From an optimization exercise on the open Yosys and OpenROAD flow, aimed at small area, a short achievable clock period and few clock cycles per item; shortcuts taken in it are not production practice.
Function was checked by simulation only, so behaviour that the tests miss may differ from the original.
Power is estimated from default activity; no workload was simulated.

==> flow/design.v <==
`default_nettype none
package srs_pkg;
	localparam int MAX_RECORDS = 64;
	localparam int CNT_W       = $clog2(MAX_RECORDS + 1);
	localparam int IDX_W       = $clog2(MAX_RECORDS);
	localparam int ID_W    = 34;
	localparam int SCORE_W = 7;
	localparam int AGE_W   = 7;
	localparam int REC_W = ID_W + SCORE_W + AGE_W;
endpackage
`default_nettype wire
`default_nettype none
module srs_ram #(
	parameter int N = 64,
	parameter int W = 48,
	parameter int SLO = 7,
	parameter int SW = 7
) (
	input  wire logic         clk,
	input  wire logic         arst_n,
	input  wire logic [SW-1:0] ys,
	input  wire logic         ins_n,
	input  wire logic         ins,
	input  wire logic         close,
	input  wire logic         cov,
	input  wire logic [W-1:0] x,
	input  wire logic         room_n,
	output      logic         drain,
	output      logic [W-1:0] head,
	output      logic         head_last,
	output      logic         head_ovf
);
	function automatic logic gt(input logic [SW-1:0] a, input logic [SW-1:0] b);
		gt = 1'b0;
		for (int k = 0; k < SW; k++) begin
			gt = (a[k] && !b[k]) || ((a[k] || !b[k]) && gt);
		end
	endfunction
	logic [W-1:0] d_q [N];
	logic [N-1:0] v_q, c_q, l_q;
	logic         ovf_q;   
	logic [N-1:0] gy;      
	logic         gyx;     
	logic [N-1:0] h_q;     
	logic [N:0]   h;
	logic [N-1:0] vn;      
	logic [N-1:0] cn;      
	logic         drain_q;
	logic [N+1:0] vp;      
	logic [N+1:0] cp;      
	logic [N+1:0] lp;      
	logic [N+1:0] ep;      
	logic         cx, ex;  
	logic [N+1:0] vt;      
	logic [N-1:0] tail;    
	assign gyx = gt(x[SLO +: SW], ys);
	assign cx  = close;
	assign ex  = !close && gyx;
	assign vp[0] = 1'b0; assign cp[0] = 1'b0; assign lp[0] = 1'b0; assign ep[0] = 1'b0;
	assign vp[N+1] = 1'b0; assign cp[N+1] = 1'b0; assign lp[N+1] = 1'b0; assign ep[N+1] = 1'b1;
	for (genvar j = 0; j < N; j++) begin : g_src
		assign gy[j]   = gt(d_q[j][SLO +: SW], ys);
		assign vp[j+1] = v_q[j];
		assign cp[j+1] = c_q[j] || (close && v_q[j]);
		assign lp[j+1] = l_q[j];
		assign ep[j+1] = !v_q[j] || (!close && !c_q[j] && gy[j]);
	end
	assign vt = {1'b0, v_q, 1'b1};
	for (genvar i = 0; i < N; i++) begin : g_tail
		if (i == N-1) begin : g_end
			assign tail[i] = (ins && !drain) ? (vt[i] && !vt[i+1]) :
			                 (drain && !ins) ? 1'b0 : vt[i+1];
		end else begin : g_mid
			assign tail[i] = (ins && !drain) ? (vt[i] && !vt[i+1]) :
			                 (drain && !ins) ? (vt[i+2] && !vt[i+3]) : (vt[i+1] && !vt[i+2]);
		end
	end
	assign h = {ins, h_q};
	for (genvar i = 0; i < N; i++) begin : g_cell
		logic hl, sl, sx, sr, sh;
		logic [W-1:0] dl, dr;
		if (i == 0) begin : g_first
			assign hl = 1'b0;
			assign dl = '0;
		end else begin : g_mid
			assign hl = h[i-1];
			assign dl = d_q[i-1];
		end
		if (i == N-1) begin : g_last
			assign dr = '0;
		end else begin : g_inner
			assign dr = d_q[i+1];
		end
		assign sl = !drain && h[i] && hl;
		assign sx = (!drain && h[i] && !hl) || (drain && h[i+1] && !h[i]);
		assign sr = drain && !h[i+1];
		assign sh = !(sl || sx || sr);
		assign vn[i] = (sl && vp[i]) || sx || (sr && vp[i+2]) || (sh && vp[i+1]);
		assign cn[i] = (sl && cp[i]) || (sx && cx) || (sr && cp[i+2]) || (sh && cp[i+1]);
		always_ff @(posedge clk or negedge arst_n) begin
			if (!arst_n) begin
				v_q[i] <= 1'b0;
			end else begin
				v_q[i] <= vn[i];
			end
		end
		always_ff @(posedge clk) begin
			d_q[i] <= ({W{sl}} & dl) | ({W{sx}} & x) | ({W{sr}} & dr) | ({W{sh}} & d_q[i]);
			c_q[i] <= cn[i];
			l_q[i] <= (sl && lp[i]) || (sr && lp[i+2]) || (sh && lp[i+1]) || (close && tail[i]);
			h_q[i] <= ins_n && ((sl && ep[i]) || (sx && ex) || (sr && ep[i+2]) || (sh && ep[i+1]));
		end
	end
	always_ff @(posedge clk or negedge arst_n) begin
		if (!arst_n) begin
			ovf_q <= 1'b0;
		end else if (close && cov) begin
			ovf_q <= 1'b1;
		end else if (drain && l_q[0]) begin
			ovf_q <= 1'b0;
		end
	end
	always_ff @(posedge clk or negedge arst_n) begin
		if (!arst_n) begin
			drain_q <= 1'b0;
		end else begin
			drain_q <= vn[0] && cn[0] && room_n;
		end
	end
	assign drain      = drain_q;
	assign head       = d_q[0];
	assign head_last  = l_q[0];
	assign head_ovf   = ovf_q;
endmodule
`default_nettype wire
`default_nettype none
module srs_ctrl (
	input  wire logic                        clk,
	input  wire logic                        arst_n,
	input  wire logic                        in_valid,
	output      logic                        in_ready,
	input  wire logic [srs_pkg::REC_W-1:0]   in_rec,
	input  wire logic                        in_is_last,
	input  wire logic                        drain,
	output      logic                        x_ins_n,
	output      logic                        x_ins,
	output      logic                        x_close,
	output      logic                        x_ovf,
	output      logic [srs_pkg::REC_W-1:0]   x_rec
);
	localparam int CW = srs_pkg::CNT_W;
	logic          ready_q;
	logic          xins_q, xclose_q, xovf_q;
	logic [CW-1:0] scnt_q;    
	logic          sdrop_q;   
	logic [CW-1:0] occ_q;     
	logic          acc, keep;
	logic [CW-1:0] occ_n0, occ_n1, scnt_n1;
	logic          sdrop_n1;
	assign acc  = in_valid && ready_q;
	assign keep = !scnt_q[CW-1];
	assign occ_n0   = occ_q - CW'(drain);
	assign occ_n1   = occ_q + CW'(keep) - CW'(drain);
	assign scnt_n1  = in_is_last ? '0 : scnt_q + CW'(keep);
	assign sdrop_n1 = !in_is_last && (sdrop_q || !keep);
	always_ff @(posedge clk or negedge arst_n) begin
		if (!arst_n) begin
			ready_q <= 1'b0;
			xins_q  <= 1'b0;
			xclose_q <= 1'b0;
			scnt_q  <= '0;
			sdrop_q <= 1'b0;
			occ_q   <= '0;
		end else begin
			xins_q   <= acc && keep;
			xclose_q <= acc && in_is_last;
			if (acc) begin
				scnt_q  <= scnt_n1;
				sdrop_q <= sdrop_n1;
				occ_q   <= occ_n1;
				ready_q <= !occ_n1[CW-1] || scnt_n1[CW-1];
			end else begin
				occ_q   <= occ_n0;
				ready_q <= !occ_n0[CW-1] || scnt_q[CW-1];
			end
		end
	end
	always_ff @(posedge clk) begin
		x_rec   <= in_rec;
		xovf_q  <= sdrop_q || !keep;
	end
	assign in_ready = ready_q;
	assign x_ins_n  = acc && keep;
	assign x_ins    = xins_q;
	assign x_close  = xclose_q;
	assign x_ovf    = xovf_q;
endmodule
`default_nettype wire
`default_nettype none
module srs_dp #(
	parameter int W = 50
) (
	input  wire logic         clk,
	input  wire logic         arst_n,
	input  wire logic [W-1:0] head,
	input  wire logic         drain,
	output      logic         room_n,
	input  wire logic         out_ready,
	output      logic         out_valid,
	output      logic [W-1:0] out_data
);
	logic         ov_q, sv_q;
	logic [W-1:0] od_q, sd_q;
	logic         ld;
	assign ld     = !ov_q || out_ready;
	assign room_n = ld || (!drain && !sv_q);
	always_ff @(posedge clk or negedge arst_n) begin
		if (!arst_n) begin
			ov_q <= 1'b0;
			sv_q <= 1'b0;
			od_q <= '0;
		end else begin
			if (ld) begin
				od_q <= sv_q ? sd_q : head;
			end
			if (ld) begin
				ov_q <= sv_q || drain;
				sv_q <= 1'b0;
			end else if (drain) begin
				sv_q <= 1'b1;
			end
		end
	end
	always_ff @(posedge clk) begin
		if (!sv_q) begin
			sd_q <= head;
		end
	end
	assign out_valid = ov_q;
	assign out_data  = od_q;
endmodule
`default_nettype wire
`default_nettype none
module stable_record_sorter (
	input  wire logic        clk,
	input  wire logic        arst_n,
	input  wire logic        in_valid,
	output      logic        in_ready,
	input  wire logic [33:0] in_record_id,
	input  wire logic [6:0]  in_score,
	input  wire logic [6:0]  in_age_value,
	input  wire logic        in_is_last,
	output      logic        out_valid,
	input  wire logic        out_ready,
	output      logic [33:0] out_id,
	output      logic [6:0]  out_score,
	output      logic [6:0]  out_age,
	output      logic        out_last,
	output      logic        out_overflow
);
	localparam int W = srs_pkg::REC_W;
	logic         drain, x_ins_n, x_ins, x_close, x_ovf;
	logic [W-1:0] x_rec;
	logic         room_n, head_last, head_ovf;
	logic [W-1:0] head;
	logic [W+1:0] out_data;
	srs_ctrl u_ctrl (
		.clk        (clk),
		.arst_n     (arst_n),
		.in_valid   (in_valid),
		.in_ready   (in_ready),
		.in_rec     ({in_record_id, in_score, in_age_value}),
		.in_is_last (in_is_last),
		.drain      (drain),
		.x_ins_n    (x_ins_n),
		.x_ins      (x_ins),
		.x_close    (x_close),
		.x_ovf      (x_ovf),
		.x_rec      (x_rec)
	);
	srs_ram #(
		.N   (srs_pkg::MAX_RECORDS),
		.W   (W),
		.SLO (srs_pkg::AGE_W),
		.SW  (srs_pkg::SCORE_W)
	) u_store (
		.clk        (clk),
		.arst_n     (arst_n),
		.ys         (in_score),
		.ins_n      (x_ins_n),
		.ins        (x_ins),
		.close      (x_close),
		.cov        (x_ovf),
		.x          (x_rec),
		.room_n     (room_n),
		.drain      (drain),
		.head       (head),
		.head_last  (head_last),
		.head_ovf   (head_ovf)
	);
	srs_dp #(
		.W (W + 2)
	) u_dp (
		.clk        (clk),
		.arst_n     (arst_n),
		.head       ({head_ovf, head_last, head}),
		.drain      (drain),
		.room_n     (room_n),
		.out_ready  (out_ready),
		.out_valid  (out_valid),
		.out_data   (out_data)
	);
	assign out_overflow = out_data[W+1];
	assign out_last     = out_data[W];
	assign out_id       = out_data[W-1 -: 34];
	assign out_score    = out_data[13:7];
	assign out_age      = out_data[6:0];
endmodule
`default_nettype wire
==> flow/run.sh <==
#!/bin/bash
# synth_recipe.tcl (not shown) runs the flow's synth.tcl, then flattens the netlist and writes it again
# the make line also repeats each setting of config.mk as NAME=value (left out here)
make -C /OpenROAD-flow-scripts/flow DESIGN_CONFIG=/design/flow/config.mk WORK_HOME=/design/flow/orfs CLKGATE_MAP_FILE= SYNTH_SCRIPT=/design/flow/synth_recipe.tcl finish
==> flow/config.mk <==
export PLATFORM = sky130hd
export DESIGN_NAME = stable_record_sorter
export DESIGN_NICKNAME = stable_record_sorter
export VERILOG_FILES = /design/flow/design.v
export SDC_FILE = /design/flow/constraint.sdc
export NUM_CORES = 4
export LEC_CHECK = 0
export CAP_MARGIN = 20
export CELL_PAD_IN_SITES_DETAIL_PLACEMENT = 1
export CELL_PAD_IN_SITES_GLOBAL_PLACEMENT = 1
export CORE_MARGIN = 2
export CORE_UTILIZATION = 40
export CTS_CLUSTER_DIAMETER = 80
export CTS_CLUSTER_SIZE = 20
export SETUP_SLACK_MARGIN = 5
export SLEW_MARGIN = 20
==> flow/constraint.sdc <==
create_clock -name core_clock -period 8.0 [get_ports {clk}]
set_input_delay 1.6000 -clock core_clock [delete_from_list [all_inputs] [get_ports {clk}]]
set_output_delay 1.6000 -clock core_clock [all_outputs]
set_load 0.01 [all_outputs]
==> flow_results.org <==
** Run status
- The flow ran to the end and the layout has no timing, DRC or antenna violations.

** Routing
- After detailed routing, the number of remaining DRC violations is 0.
- For this block, the initial DRC count from the detailed router was 30045.
- The routed design has 770000 µm of wire.
- Initial DRT Pass Iterations :: 15
- Once detail routing completed, the nets flagged for antenna violations numbered 0.
- After detailed routing, the average wire length per cell comes to 36.1 µm.
- Via count :: 152764
- Using the TritonRoute via totals, the vias-per-cell ratio works out to 7.15.

** Clock network
- The tree is rooted in a sky130_fd_sc_hd__clkbuf_16.
- Number of buffers between clock root and the deepest sink :: 4
- Number of buffers created by CTS :: 213
- CTS H-Tree Depth :: 4
- Clock latency on the worst-skew pair :: 990 ps
- TritonCTS built the clock tree.
- Buffers inserted to repair hold after CTS numbered 0.
- After clock tree synthesis, the clock-pin slew on the worst setup and hold paths is 80 ps.
- Number of sinks handled by clock tree synthesis :: 3499

** Synth
- In this run, distinct cell masters in the synthesized netlist total 89.
- Cells after synthesis :: 17370
- The number of nets handed over by synthesis was 17438.
- After synthesis, the share of cell area in mux cells is 0.0154.
- In this run, synthesis inferred 0 flip-flops with an integrated enable.
- Most instantiated flip-flop cell in the synthesis netlist :: sky130_fd_sc_hd__dfxtp_1
- During synthesis, Yosys emitted a total of 4 warnings.
- Of the total synthesized cell area, the portion taken by XOR and XNOR cells is 0.000702.
- Of all flip-flops after synthesis, the portion carrying an async set or reset was 0.0389.
- sky130_fd_sc_hd__dfxtp_1 takes more of the synthesized area than any other cell.
- The compound-gate portion of the synthesized area is 0.265.
- Part of the Yosys area used for sequential elements :: 0.472
- After synthesis the cells add up to 0.150 mm².
- By area the synthesized netlist is led by sky130_fd_sc_hd__dfxtp_1 45%, sky130_fd_sc_hd__a222oi_1 21%, sky130_fd_sc_hd__nand2_1 16%, sky130_fd_sc_hd__clkbuf_1 4.5%, sky130_fd_sc_hd__dfrtp_1 2.3%.
- Leading cell type by number of instances after synthesis :: sky130_fd_sc_hd__nand2_1
- Count of state elements after synthesis :: 3499
- After synthesis, the largest family of logic cells by area is compound AO/OA/AOI/OAI gates.
- A synthesized cell averages 8.62 µm².
- Of the total synthesized cell area, the portion taken by full adders, half adders and majority gates is 0.00995.
- Of the post-synthesis cell area, the dominant cell type holds 0.449.
- Post-Synth Simple-Gate Area :: 0.183
- By count the netlist is led by 6197 x sky130_fd_sc_hd__nand2_1, 3363 x sky130_fd_sc_hd__dfxtp_1, 3129 x sky130_fd_sc_hd__a222oi_1.

** Power
- Part of the total power dissipated in combinational logic :: 0.026
- Of the total power, the share spent switching nets is 0.247.
- Fraction of power consumed by sequential logic :: 0.575
- The analysis attributes to net switching a power of 0.00759 W.
- VDD sags by at most 0.000173 V.
- Of the total power, the clock network draws 0.399.
- For this design the ratio of total power to cell area is 186 mW/mm².
- Leakage power of the design :: 69.6 nW
- The internal power of the cells totals 0.0231 W.

** STA
- Final period util :: 0.406
- Setup total negative slack on the finished layout was measured at 0 ps.
- Min Clock Period, post-route :: 3250 ps
- Number of max-slew violations in the final report :: 0
- Max-Slew Margin vs Limit :: 0.181
- Setup violations remaining at the end of the flow were counted as 0.
- Setup clock skew after layout :: 40.7 ps
- At the pin with the least slew margin, the transition time is 1230 ps.
- The number of hold violations in the final report came to 0.
- Setup repair after global routing could not meet its margin everywhere.
- The tightest hold path in the finished design has a slack of 464 ps.
- Highest attainable clock frequency :: 0.308 GHz

** Min path
- The worst hold path begins at u_store.d_q[61][4]$_DFF_P_.
- Worst hold path depth :: 2
- The path with the worst hold slack has its endpoint at u_store.d_q[61][4]$_DFF_P_.
- Worst min-delay path category :: reg -> reg

** Global route
- Antenna violations before repair :: 36
- Remaining global-route overflow :: 0
- The first global-routing pass estimated 1090000 µm of wire.
- Across every metal layer, demand over resource in global routing totals 0.385.
- Via count of the first global-routing pass :: 151840
- Maximum number of pins on one net before global-route repair :: 101

** Finish
- Post-layout instance count excluding filler cells :: 21361
- In the final layout, the share of cells above drive strength 1 is 0.0936.
- In the final design database the tool counted 16317 nets.
- Measured on the finished design, the core utilization comes to 0.444.
- Compared with the post-synthesis result, the final layout area differs by 10.4%.
- After routing the design area is 0.165 mm².

** Critical path
- Critical path data required time :: 8870 ps
- The worst setup path is launched from an input port.
- For the worst setup path, the data arrival time is 4120 ps.
- Reg-to-reg critical path startpoint :: u_ctrl.x_rec[9]$_DFF_P_
- Along the worst path, the maximum fanout reaches 8.
- Number of cells traversed by the worst register-to-register path :: 12
- The worst register-to-register path ends at u_store.h_q[13]$_DFF_P_.
- Critical Setup Path Class :: in -> reg
- The worst setup path is captured at a flip-flop.
- Across all register-to-register paths, the minimum setup slack is 4860 ps.

** Placement
- The number of placed instances, taps included, is 20857.
- Detailed placement ended at an HPWL of 481000 µm.
- In this run the cell area measured after placement is 0.155 mm².
- Weighted congestion at the end of routability-driven global placement :: 0.959
- Port buffering added 104 buffers.

** Floorplanning
- For this configuration, the core starts out at a cell density of 0.402.
- In this run the horizontal extent of the chip is 616 µm.
- Area of the core :: 0.372 mm²
- Floorplan die area :: 0.379 mm²
- In this run the core area contains 224 standard-cell rows.
- In this run the vertical extent of the chip is 616 µm.
- In this run the count of I/O pins placed on the die edge is 105.

** Run
- # Max-Cap Violations :: 0
-- registers in the layout, indices dropped and copies added, names as in the netlist, 7 cells and up --
register	flops
u_store.c_q	64
u_store.h_q	64
u_store.l_q	64
u_ctrl.x_rec	48
u_ctrl.scnt_q	7
u_store.d_q	3072
u_store.v_q	64
u_ctrl.occ_q	7
u_dp.sd_q	50
u_dp.od_q	50
-- cells by family (layout without fill, tap and decap cells) --
| kind of cell | after synthesis | in the layout |
|---|---|---|
| DFF | 3499 | 3499 |
| muxes | 216 | 220 |
| buffers and inverters | 2157 | 1145 |
| and+or+nand+nor | 6989 | 6990 |
| AOI/OAI and AO/OA | 4358 | 4360 |
| other | 0 | 24 |
| adders and majority gates | 139 | 139 |
| xor gates and xnor gates | 12 | 12 |
-- worst max-delay path by stage --
stage / start / endpoint / slack [ps] / cells past startpoint
after floorplan: in_score[0] / u_store.h_q[19]$_DFF_P_ / 4210 / 10
after global routing: in_score[1] / u_store.h_q[27]$_DFF_P_ / 4710 / 15
after CTS: u_dp.od_q[1]$_DFFE_PN0N_ / out_age[1] / 4760 / 1
after global placement: in_score[0] / u_store.h_q[37]$_DFF_P_ / 3020 / 10
final: in_score[1] / u_store.h_q[27]$_DFF_P_ / 4750 / 15
after detailed placement: in_score[0] / u_store.h_q[37]$_DFF_P_ / 3040 / 10
-- worst max-delay path, stage by stage --
cell and delay [ps]:
sky130_fd_sc_hd__buf_8 80, sky130_fd_sc_hd__buf_16 190, sky130_fd_sc_hd__nor2_4 90, sky130_fd_sc_hd__buf_12 140
sky130_fd_sc_hd__buf_12 140, sky130_fd_sc_hd__clkbuf_16 190, sky130_fd_sc_hd__buf_12 140, sky130_fd_sc_hd__a21oi_4 120
sky130_fd_sc_hd__a211oi_2 50, sky130_fd_sc_hd__a2111oi_2 270, sky130_fd_sc_hd__nor3_1 110, sky130_fd_sc_hd__maj3_2 330
sky130_fd_sc_hd__o211ai_1 110, sky130_fd_sc_hd__a31oi_2 180, sky130_fd_sc_hd__a221o_1 360
-- metrics by stage --
step                      worst slack [ps]  total power (W)
after global routing                  4710           0.0315
after global placement                3020           0.0186
after CTS                             4760           0.0308
after floorplan                       4210           0.0182
after detailed placement              3040           0.0186
final                                 4750           0.0307
-- cell type report --
type	count	area, µm²
antenna	24	60.1
clock buffer	278	5840
clock inverter	53	751
fill	41941	207000
inverter	214	902
multi-input combinational	11721	74400
sequential	3499	70900
tap	4972	6220
timing repair buffer	594	6140
timing repair inverter	6	129
-- per-layer routing --
metal,vias up,GRT usage,routed length (µm)
li1,63816,-,-
met1,77987,0.439,275000
met2,8533,0.635,361000
met3,2420,0.0659,63900
met4,8,0.318,70400
met5,-,0,67
-- cell usage in the layout (no fill, tap or decap), types with 133 or more instances in the layout --
| cell type | netlist | layout |
|---|---|---|
| sky130_fd_sc_hd__nor2_1 | 296 | 212 |
| sky130_fd_sc_hd__nand2_1 | 6197 | 6188 |
| sky130_fd_sc_hd__buf_4 | 3 | 339 |
| sky130_fd_sc_hd__clkbuf_16 | 0 | 225 |
| sky130_fd_sc_hd__o21ai_0 | 222 | 212 |
| sky130_fd_sc_hd__a222oi_1 | 3129 | 3129 |
| sky130_fd_sc_hd__nor2b_1 | 136 | 133 |
| sky130_fd_sc_hd__dfxtp_1 | 3363 | 3314 |
| sky130_fd_sc_hd__inv_1 | 209 | 203 |
| sky130_fd_sc_hd__a21oi_1 | 286 | 233 |
-- repair_timing --
item	4_1_cts	5_1_grt
gates resized for setup	521	174
pin swaps	139	160
cloned	23	7
endpoints found under the setup margin	3333	797
endpoints found under the hold margin	0	0
setup buffers	85	34
-- power groups by stage --
stage	logic (W)	registers, W	clock network (W)
detailed placement	0.000570	0.0181	0
CTS	0.000699	0.0176	0.0124
global route	0.000785	0.0177	0.0131
floorplan	0.000319	0.0178	0
global placement	0.000563	0.0181	0
finish	0.000799	0.0177	0.0123
Testbench counts, summed over its fixed seeds: cycles 2,058, items 1,823.

[re-timing with driven ports]
Ports are ideal in the flow. The routed layout listed here was re-timed in OpenROAD. Step 1 (the two cells are an assumption about what drives the block):
set clk [get_ports {clk}]
set_driving_cell -lib_cell sky130_fd_sc_hd__clkbuf_16 $clk
set_driving_cell -lib_cell sky130_fd_sc_hd__buf_2 [delete_from_list [all_inputs] $clk]
Step 2, shift: input delay + t, output delay - t, t = (earliest + latest rising clock arrival at the registers) / 2. This alone moves slack from input paths to output paths. a / b / c = ideal / step 1 / step 2; a / b = the first two.
t, ns: 1.088
setup slack, ns: 4.749 / 4.589 / 3.501
cell pins on the clock port's net: 1
After both steps setup and hold are still met in this run. The setup slack of this run moves by -0.160 ns with the drivers and by -1.248 ns with both steps.
